Source: an optimization exercise on an open RTL-to-GDS flow (aim: small area and a short achievable clock period). Production flows keep margins and buffers that such runs may drop.
Where RTL was checked, it was by simulation tests only, not by an equivalence proof against the original.
No activity file was given, so power comes from the tool's default toggle rates.

Setup of rev 12:
==> flow/design.v (excerpt) <==
module rec_axis_packer #(
    parameter int COL        = 640,
    parameter int ROW        = 480,
    parameter int FIFO_DEPTH = 64
) (
    input  logic        clk,
    input  logic        rst,
    input  logic        recvalid,
    input  logic [7:0]  recpixel,
    input  logic        reclast,
    output logic [31:0] m_tdata,
    output logic        m_tvalid,
    input  logic        m_tready,
    output logic        m_tlast,
    output logic        m_tuser,
    output logic        overflow,
    output logic        frame_done,
    output logic        frame_err
);
export LEC_CHECK = 0
export CAP_MARGIN = 20
export CORE_MARGIN = 2
export CORE_UTILIZATION = 60
export SETUP_SLACK_MARGIN = 3.3
export SLEW_MARGIN = 20
create_clock -name core_clock -period 5.5 [get_ports {clk}]
run.sh (not shown) runs the stock make flow with config.mk's settings and CLKGATE_MAP_FILE= SYNTH_SCRIPT=/design/flow/synth_recipe.tcl, a recipe that flattens the netlist after the stock synthesis.
#### Input delta (rev 13 over rev 12)
- a deleted SETUP_SLACK_MARGIN that had been 3.3
- a change of CORE_UTILIZATION from 60 to 40
--- outcome ---
Rev 13 against rev 12: number of standard-cell rows in the floorplan now larger, setup slack decreased 1.21 ns, number of setup buffers added after CTS shows a reduction of 315.
Area of the die sits higher in rev 13 than in rev 12.


The RTL this note starts from:
==> flow/design.v <==
module rec_axis_packer #(
    parameter int COL        = 640,
    parameter int ROW        = 480,
    parameter int FIFO_DEPTH = 64
) (
    input  logic        clk,
    input  logic        rst,
    input  logic        recvalid,
    input  logic [7:0]  recpixel,
    input  logic        reclast,
    output logic [31:0] m_tdata,
    output logic        m_tvalid,
    input  logic        m_tready,
    output logic        m_tlast,
    output logic        m_tuser,
    output logic        overflow,
    output logic        frame_done,
    output logic        frame_err
);
    localparam int CW = $clog2(COL);
    localparam int RW = (ROW > 1) ? $clog2(ROW) : 1;
    localparam int SD = FIFO_DEPTH - 1;           
    localparam int AW = $clog2(FIFO_DEPTH);
    logic [CW-1:0] col;
    logic [RW-1:0] row;
    logic [23:0]   lanes;
    logic          pk_valid;
    logic [9:0]    pk_hi;                         
    logic [33:0]   pk_word;
    logic [33:0]   mem [SD];
    logic [AW-1:0] wptr;                          
    logic [SD-1:0] roh;                           
    logic [AW-1:0] cnt;                           
    logic          int_empty;
    logic          int_full;
    logic          out_valid;
    logic [33:0]   out_word;
    logic [33:0]   rdata;
    logic [33:0]   nxt;
    logic          col_end;
    logic          row_end;
    logic          at_end;
    logic          early;
    logic          full;
    logic          rd;
    logic          commit;
    logic          out_free;
    logic          load;
    logic          push;                          
    logic          pop;                           
    assign col_end   = (col == CW'(COL - 1));
    assign row_end   = (row == RW'(ROW - 1));
    assign at_end    = col_end && row_end;
    assign early     = reclast && !at_end;
    assign pk_word   = {pk_hi, lanes};
    assign full      = out_valid && int_full;
    assign rd        = out_valid && m_tready;
    assign commit    = pk_valid && (!full || rd);
    assign out_free  = !out_valid || m_tready;
    assign load      = out_free && (!int_empty || pk_valid);
    assign pop       = out_free && !int_empty;
    assign push      = commit && !(out_free && int_empty);
    always_ff @(posedge clk) begin
        if (rst) begin
            col        <= '0;
            row        <= '0;
            pk_valid   <= 1'b0;
            frame_done <= 1'b0;
            frame_err  <= 1'b0;
        end else begin
            pk_valid   <= recvalid && (col[1:0] == 2'd3) && !early;
            frame_done <= recvalid && reclast && at_end;
            frame_err  <= recvalid && (reclast != at_end);
            if (recvalid) begin
                if (early) begin
                    col <= '0;
                    row <= '0;
                end else if (col_end) begin
                    col <= '0;
                    row <= row_end ? '0 : row + 1'b1;
                end else begin
                    col <= col + 1'b1;
                end
            end
        end
    end
    always_ff @(posedge clk) begin
        if (col[1:0] == 2'd0) lanes[7:0]   <= recpixel;
        if (col[1:0] == 2'd1) lanes[15:8]  <= recpixel;
        if (col[1:0] == 2'd2) lanes[23:16] <= recpixel;
        if (col[1:0] == 2'd3)
            pk_hi <= {(row == '0) && (col == CW'(3)), col_end, recpixel};
    end
    always_ff @(posedge clk) begin
        if (push)
            mem[wptr] <= pk_word;
    end
    always_comb begin
        rdata = '0;
        for (int i = 0; i < SD; i++)
            rdata = rdata | (mem[i] & {34{roh[i]}});
    end
    assign nxt = int_empty ? (pk_valid ? pk_word : '0) : rdata;
    always_ff @(posedge clk) begin
        if (rst) begin
            wptr      <= '0;
            roh       <= SD'(1);
            cnt       <= '0;
            int_empty <= 1'b1;
            int_full  <= 1'b0;
            out_valid <= 1'b0;
            out_word  <= '0;
            overflow  <= 1'b0;
        end else begin
            if (push)
                wptr <= (wptr == AW'(SD - 1)) ? '0 : wptr + 1'b1;
            if (pop)
                roh <= {roh[SD-2:0], roh[SD-1]};
            if (push && !pop) begin
                cnt       <= cnt + 1'b1;
                int_empty <= 1'b0;
                int_full  <= (cnt == AW'(SD - 1));
            end else if (pop && !push) begin
                cnt       <= cnt - 1'b1;
                int_empty <= (cnt == AW'(1));
                int_full  <= 1'b0;
            end
            out_valid <= load || (out_valid && !m_tready);
            if (out_free)
                out_word <= nxt;
            if (pk_valid && full && !rd)
                overflow <= 1'b1;
        end
    end
    assign m_tvalid = out_valid;
    assign {m_tuser, m_tlast, m_tdata} = out_word;
endmodule
clock: 5.5 ns
lec_check: 0
cap_margin: 20
core_margin: 2
core_utilization: 60
cts_cluster_diameter: 100
cts_cluster_size: 25
setup_slack_margin: 3.0
slew_margin: 20
The starting point produced a clean layout.
Change:
Settings changed: CAP_MARGIN 20 to 5, CORE_UTILIZATION 60 to 55, SETUP_SLACK_MARGIN 3.0 to 2.8, SLEW_MARGIN 20 to 5.
Outcome: The changed run passed the timing, design-rule and antenna checks. Critical path depth is unchanged. Clock power is lower by 3.4%. Total power decreases by 1.2%. Count of clock-buffer cells in the layout decreases by 35. Via count fell by 1.7%. Routed wire length went down by 2.9%. Hold slack degrades by 0.012 ns.
Change:
Settings changed: CAP_MARGIN 5 to 20, CORE_UTILIZATION 55 to 60, CTS_CLUSTER_SIZE 25 to 28, SETUP_SLACK_MARGIN 2.8 to 3.0, SLEW_MARGIN 5 to 20.
Worst hold slack gains 0.0096 ns. Total power falls by about 0.5%. Count of clock-buffer cells in the layout is higher by 11. First-iteration DRC count came out higher by about 4.3%. Sequential cell count stays the same. Routed wire length rises by 3.6%. Non-clock buffer count climbs by 107. Cell area increases by 1.2%.
No functional check of the RTL was part of any run of this note.

separate check: timing with driven ports:
The results above use ideal ports. As a check the final layouts listed here were re-extracted and re-timed, cells and wires unchanged. Step 1: set_driving_cell puts a clkbuf_16 on clk and a buf_2 on each other input, an assumption about the parent block. Step 2 adds t to the input delays and takes it off the output delays; t is the mean of the earliest and latest rising clock arrival at the registers after step 1. Input paths then give back, and output paths get back, about the clock's delay inside the block. Three values: ideal ports, drivers, drivers and shift; two values: the first two.
run	t (ns)	setup slack, ns	worst data-port slew with drivers (ns)
rev 12	0.924	2.793 / 2.793 / 2.580	0.03
rev 13	0.933	1.587 / 1.587 / 1.525	0.08
the first run of note 2	0.861	2.880 / 2.880 / 2.106	0.04
the second run of note 2	0.836	2.703 / 2.703 / 2.033	0.06
the third run of note 2	0.860	2.881 / 2.881 / 2.136	0.04
After both steps every run listed still meets setup and hold. The setup slack of the first run of note 2, which loses most, moves by 0.000 ns with the drivers and by -0.774 ns with both steps.
